Context: an optimization exercise on an open-source flow, tuned for small area, a short achievable clock period and few clock cycles per item. The choices shown serve that exercise and are no tape-out recipe.
Function was checked by simulation only, so behaviour that the tests miss may differ from the original.
No activity file was given, so power comes from the tool's default toggle rates.

Setup of oak:
Design process_table_round_robin_scheduler, start of the top module:
module process_table_round_robin_scheduler #(
    parameter int TABLE_ENTRIES = prrs_pkg::TABLE_ENTRIES_DEFAULT
) (
    input  logic           clk,
    input  logic           rst_n,
    input  logic           req_valid,
    output logic           req_stall,
    input  prrs_pkg::req_t req,
    output logic           rsp_valid,
    input  logic           rsp_stall,
    output prrs_pkg::rsp_t rsp
);
==> module process_table_round_robin_scheduler, before the edit <==
module process_table_round_robin_scheduler #(
    parameter int TABLE_ENTRIES = prrs_pkg::TABLE_ENTRIES_DEFAULT
) (
    input  logic           clk,
    input  logic           rst_n,
    input  logic           req_valid,
    output logic           req_stall,
    input  prrs_pkg::req_t req,
    output logic           rsp_valid,
    input  logic           rsp_stall,
    output prrs_pkg::rsp_t rsp
);
    localparam int USED = (TABLE_ENTRIES < prrs_pkg::PID_RANGE) ? TABLE_ENTRIES : prrs_pkg::PID_RANGE;
    localparam int PW   = prrs_pkg::PID_W;
    localparam int GW   = prrs_pkg::GRP_W;
    localparam int GN   = prrs_pkg::GRP_N;
    localparam int GIW  = prrs_pkg::GRP_IW;
    logic                 in_valid_reg;
    prrs_pkg::req_t       in_reg;
    logic [USED-1:0]      rdy_reg;
    logic [USED-1:0]      term_reg;
    logic [USED-1:0]      rdy_d;
    logic [USED-1:0]      term_d;
    logic [prrs_pkg::PID_RANGE-1:0] rdy_d_pad;
    logic [GN-1:0]        grp_any_reg;
    logic [PW-1:0]        rr_reg;
    logic                 running_reg;
    logic                 rsp_valid_reg;
    prrs_pkg::rsp_t       rsp_reg;
    prrs_pkg::rsp_t       sk0_reg;
    prrs_pkg::rsp_t       sk1_reg;
    logic [1:0]           cnt_reg;
    logic                 stall_reg;
    logic                 accept;
    logic                 in_range;
    logic                 exec;
    logic                 is_sched;
    logic                 wr;
    logic [GN-1:0]        grp_oh;
    logic [GW-1:0]        ent_oh;
    logic                 term_old;
    logic [prrs_pkg::PID_RANGE-1:0] rdy_pad;
    logic                 found;
    logic [PW-1:0]        pick;
    prrs_pkg::rsp_t       ex_rsp;
    logic                 head_free;
    logic                 rsp_valid_next;
    logic [1:0]           cnt_next;
    function automatic prrs_pkg::rsp_t make_rsp(input prrs_pkg::status_t s, input logic [PW-1:0] p,
                                                input prrs_pkg::pstate_t st);
        make_rsp = {s, p, st};
    endfunction
    assign req_stall = stall_reg;
    assign accept    = req_valid && !stall_reg;
    assign exec      = in_valid_reg;
    assign in_range  = (32'(in_reg.pid) < TABLE_ENTRIES);
    assign is_sched  = exec && (in_reg.opcode == prrs_pkg::OP_SCHEDULE);
    assign wr        = exec && !in_reg.opcode[1] && in_range;
    assign grp_oh    = prrs_pkg::decode(in_reg.pid[PW-1:GIW]) & {GN{wr}};
    assign ent_oh    = prrs_pkg::decode(in_reg.pid[GIW-1:0]);
    assign rdy_pad   = prrs_pkg::PID_RANGE'(rdy_reg);
    always_comb
    begin
        logic [GN-1:0] grp_hit;
        for (int g = 0; g < GN; g++)
        begin
            grp_hit[g] = 1'b0;
            for (int j = 0; j < GW; j++)
            begin
                if (g * GW + j < USED)
                begin
                    grp_hit[g] = grp_hit[g] | (ent_oh[j] & term_reg[g * GW + j]);
                end
            end
        end
        term_old = |(grp_hit & prrs_pkg::decode(in_reg.pid[PW-1:GIW])) && in_range;
    end
    prrs_pick u_pick (
        .clk     (clk),
        .rst_n   (rst_n),
        .rdy     (rdy_pad),
        .grp_any (grp_any_reg),
        .rr      (rr_reg),
        .running (running_reg),
        .take    (is_sched && found),
        .wr      (wr),
        .wr_pid  (in_reg.pid),
        .wr_rdy  (!in_reg.opcode[0]),
        .found   (found),
        .idx     (pick)
    );
    always_comb
    begin
        case (in_reg.opcode)
            prrs_pkg::OP_CREATE:
                ex_rsp = in_range ? make_rsp(prrs_pkg::RS_DONE, in_reg.pid, prrs_pkg::PS_READY)
                                  : make_rsp(prrs_pkg::RS_NOCHANGE, in_reg.pid, prrs_pkg::PS_NEW);
            prrs_pkg::OP_TERMINATE:
                ex_rsp = !in_range ? make_rsp(prrs_pkg::RS_NOCHANGE, in_reg.pid, prrs_pkg::PS_NEW)
                       : term_old  ? make_rsp(prrs_pkg::RS_NOCHANGE, in_reg.pid, prrs_pkg::PS_TERMINATED)
                                   : make_rsp(prrs_pkg::RS_DONE, in_reg.pid, prrs_pkg::PS_TERMINATED);
            prrs_pkg::OP_SCHEDULE:
                ex_rsp = found ? make_rsp(prrs_pkg::RS_DONE, pick, prrs_pkg::PS_RUNNING)
                               : make_rsp(prrs_pkg::RS_NONE, '0, prrs_pkg::PS_NEW);
            default:
                ex_rsp = make_rsp(prrs_pkg::RS_NOCHANGE, '0, prrs_pkg::PS_NEW);
        endcase
    end
    always_comb
    begin
        rdy_d  = rdy_reg;
        term_d = term_reg;
        for (int i = 0; i < USED; i++)
        begin
            if (grp_oh[i / GW] && ent_oh[i % GW])
            begin
                rdy_d[i]  = !in_reg.opcode[0];
                term_d[i] = in_reg.opcode[0];
            end
        end
    end
    assign rdy_d_pad = prrs_pkg::PID_RANGE'(rdy_d);
    always_ff @(posedge clk or negedge rst_n)
    begin
        if (!rst_n)
        begin
            rdy_reg     <= '0;
            term_reg    <= '0;
            grp_any_reg <= '0;
            rr_reg      <= '0;
            running_reg <= 1'b0;
        end
        else
        begin
            rdy_reg  <= rdy_d;
            term_reg <= term_d;
            for (int g = 0; g < GN; g++)
            begin
                grp_any_reg[g] <= |rdy_d_pad[g*GW +: GW];
            end
            if (is_sched && found)
            begin
                rr_reg      <= pick;
                running_reg <= 1'b1;
            end
            else if (wr && (in_reg.pid == rr_reg))
            begin
                running_reg <= 1'b0;
            end
        end
    end
    always_ff @(posedge clk or negedge rst_n)
    begin
        if (!rst_n)
            in_valid_reg <= 1'b0;
        else
            in_valid_reg <= accept;
    end
    always_ff @(posedge clk)
    begin
        in_reg <= req;
    end
    assign head_free = !rsp_valid_reg || !rsp_stall;
    always_comb
    begin
        rsp_valid_next = rsp_valid_reg;
        cnt_next       = cnt_reg;
        if (head_free)
        begin
            if (cnt_reg != 2'd0)
            begin
                rsp_valid_next = 1'b1;
                cnt_next       = cnt_reg - 2'd1 + {1'b0, in_valid_reg};
            end
            else
            begin
                rsp_valid_next = in_valid_reg;
            end
        end
        else
        begin
            cnt_next = cnt_reg + {1'b0, in_valid_reg};
        end
    end
    always_ff @(posedge clk or negedge rst_n)
    begin
        if (!rst_n)
        begin
            rsp_valid_reg <= 1'b0;
            cnt_reg       <= 2'd0;
            stall_reg     <= 1'b0;
        end
        else
        begin
            rsp_valid_reg <= rsp_valid_next;
            cnt_reg       <= cnt_next;
            stall_reg     <= ({1'b0, rsp_valid_next} + cnt_next + {1'b0, accept}) >= 2'd3;
        end
    end
    always_ff @(posedge clk)
    begin
        if (head_free)
        begin
            if (cnt_reg != 2'd0)
            begin
                rsp_reg <= sk0_reg;
                if (cnt_reg == 2'd2)
                begin
                    sk0_reg <= sk1_reg;
                    sk1_reg <= ex_rsp;
                end
                else
                begin
                    sk0_reg <= ex_rsp;
                end
            end
            else
            begin
                rsp_reg <= ex_rsp;
            end
        end
        else if (in_valid_reg)
        begin
            if (cnt_reg == 2'd0)
                sk0_reg <= ex_rsp;
            else
                sk1_reg <= ex_rsp;
        end
    end
    assign rsp_valid = rsp_valid_reg;
    assign rsp       = rsp_reg;
endmodule
export LEC_CHECK = 0
export ABC_AREA = 1
export CAP_MARGIN = 20
export CORE_MARGIN = 2
export CORE_UTILIZATION = 40
export CTS_CLUSTER_DIAMETER = 60
export CTS_CLUSTER_SIZE = 20
export SLEW_MARGIN = 20
export TNS_END_PERCENT = 20
create_clock -name core_clock -period 10.0 [get_ports {clk}]
standard.sh (not shown) runs the stock make flow with config.mk's settings and CLKGATE_MAP_FILE= SYNTH_SCRIPT=/design/flow/synth_recipe.tcl, a recipe that flattens the netlist after the stock synthesis.
==> flow/flow/run.sh <==
#!/bin/bash
set -euo pipefail
bash standard.sh SETUP_SLACK_MARGIN=6.8 "BUFFER_PORTS_ARGS=-buffer_cell sky130_fd_sc_hd__buf_4" finish > standard_flow.log 2>&1
Testbench counts of oak, summed over its fixed seeds: cycles 24,016, items 24,000.
Changes in pine relative to oak:
diff --git a/flow/design.v b/flow/design.v
--- a/flow/design.v
+++ b/flow/design.v
@@ -219,12 +219,13 @@
     logic                 found;
     logic [PW-1:0]        pick;
     prrs_pkg::rsp_t       ex_rsp;
     logic                 head_free;
     logic                 rsp_valid_next;
     logic [1:0]           cnt_next;
+    logic [1:0]           out_cnt;
     function automatic prrs_pkg::rsp_t make_rsp(input prrs_pkg::status_t s, input logic [PW-1:0] p,
                                                 input prrs_pkg::pstate_t st);
         make_rsp = {s, p, st};
     endfunction
     assign req_stall = stall_reg;
     assign accept    = req_valid && !stall_reg;
@@ -334,12 +335,13 @@
     end
     always_ff @(posedge clk)
     begin
         in_reg <= req;
     end
     assign head_free = !rsp_valid_reg || !rsp_stall;
+    assign out_cnt   = {1'b0, rsp_valid_reg} + cnt_reg + {1'b0, in_valid_reg};
     always_comb
     begin
         rsp_valid_next = rsp_valid_reg;
         cnt_next       = cnt_reg;
         if (head_free)
         begin
@@ -367,43 +369,29 @@
             stall_reg     <= 1'b0;
         end
         else
         begin
             rsp_valid_reg <= rsp_valid_next;
             cnt_reg       <= cnt_next;
-            stall_reg     <= ({1'b0, rsp_valid_next} + cnt_next + {1'b0, accept}) >= 2'd3;
+            stall_reg     <= (rsp_stall || !rsp_valid_reg) &&
+                             (stall_reg || (req_valid && (out_cnt == 2'd2)));
         end
     end
     always_ff @(posedge clk)
     begin
         if (head_free)
         begin
-            if (cnt_reg != 2'd0)
-            begin
-                rsp_reg <= sk0_reg;
-                if (cnt_reg == 2'd2)
-                begin
-                    sk0_reg <= sk1_reg;
-                    sk1_reg <= ex_rsp;
-                end
-                else
-                begin
-                    sk0_reg <= ex_rsp;
-                end
-            end
-            else
-            begin
-                rsp_reg <= ex_rsp;
-            end
+            rsp_reg <= (cnt_reg != 2'd0) ? sk0_reg : ex_rsp;
         end
-        else if (in_valid_reg)
+        if (head_free || (cnt_reg == 2'd0))
         begin
-            if (cnt_reg == 2'd0)
-                sk0_reg <= ex_rsp;
-            else
-                sk1_reg <= ex_rsp;
+            sk0_reg <= (cnt_reg == 2'd2) ? sk1_reg : ex_rsp;
+        end
+        if (head_free || (cnt_reg != 2'd2))
+        begin
+            sk1_reg <= ex_rsp;
         end
     end
     assign rsp_valid = rsp_valid_reg;
     assign rsp       = rsp_reg;
 endmodule
 `default_nettype wire
Switching part of the total power, oak and pine: smaller value in oak. Max clock network area share across oak and pine: pine. On total met2 wirelength after detailed routing, the lower figure sits with oak, not pine. Synthesis-to-finish area growth was higher in the run labelled pine. Comparing oak and pine, total power is lower on oak. There was hardly any difference in power of the sequential group between pine and oak. oak has a lower post-route non-filler standard cell count than pine. Multi-input combinational gate total (pine over oak): decrease, about 1.4%.
Testbench counts of pine, summed over its fixed seeds: cycles 24,016, items 24,000.

-- afterwards: timing with drivers on the ports --
The flow's constraints put no driver on any port. The routed layouts listed below were extracted and timed again, unchanged, in two steps. Step 1 sets driving cells, clkbuf_16 on the clock port and buf_2 on the other inputs (assumed; they add their load-dependent delay and slew). Step 2 times the ports against the registers' clock, not the clock port: input delays grow and output delays shrink by t, the midpoint of the rising clock arrivals with the driver on. a / b / c = ideal ports / drivers / drivers and shift; a / b = the first two.
| run | t (ns) | slack for setup (ns) | worst setup path at the end | latest minus earliest clock arrival (ns) |
|---|---|---|---|---|
| oak | 0.717 | 6.655 / 6.655 / 6.317 | input to register | 0.024 / 0.024 |
| pine | 0.693 | 6.640 / 6.640 / 6.321 | input, reset recovery | 0.044 / 0.045 |
After both steps setup and hold are still met in every run listed. For oak, which loses most, drivers alone change the setup slack by 0.000 ns; drivers and shift together by -0.338 ns. The worst setup slack also covers recovery checks on asynchronous resets.
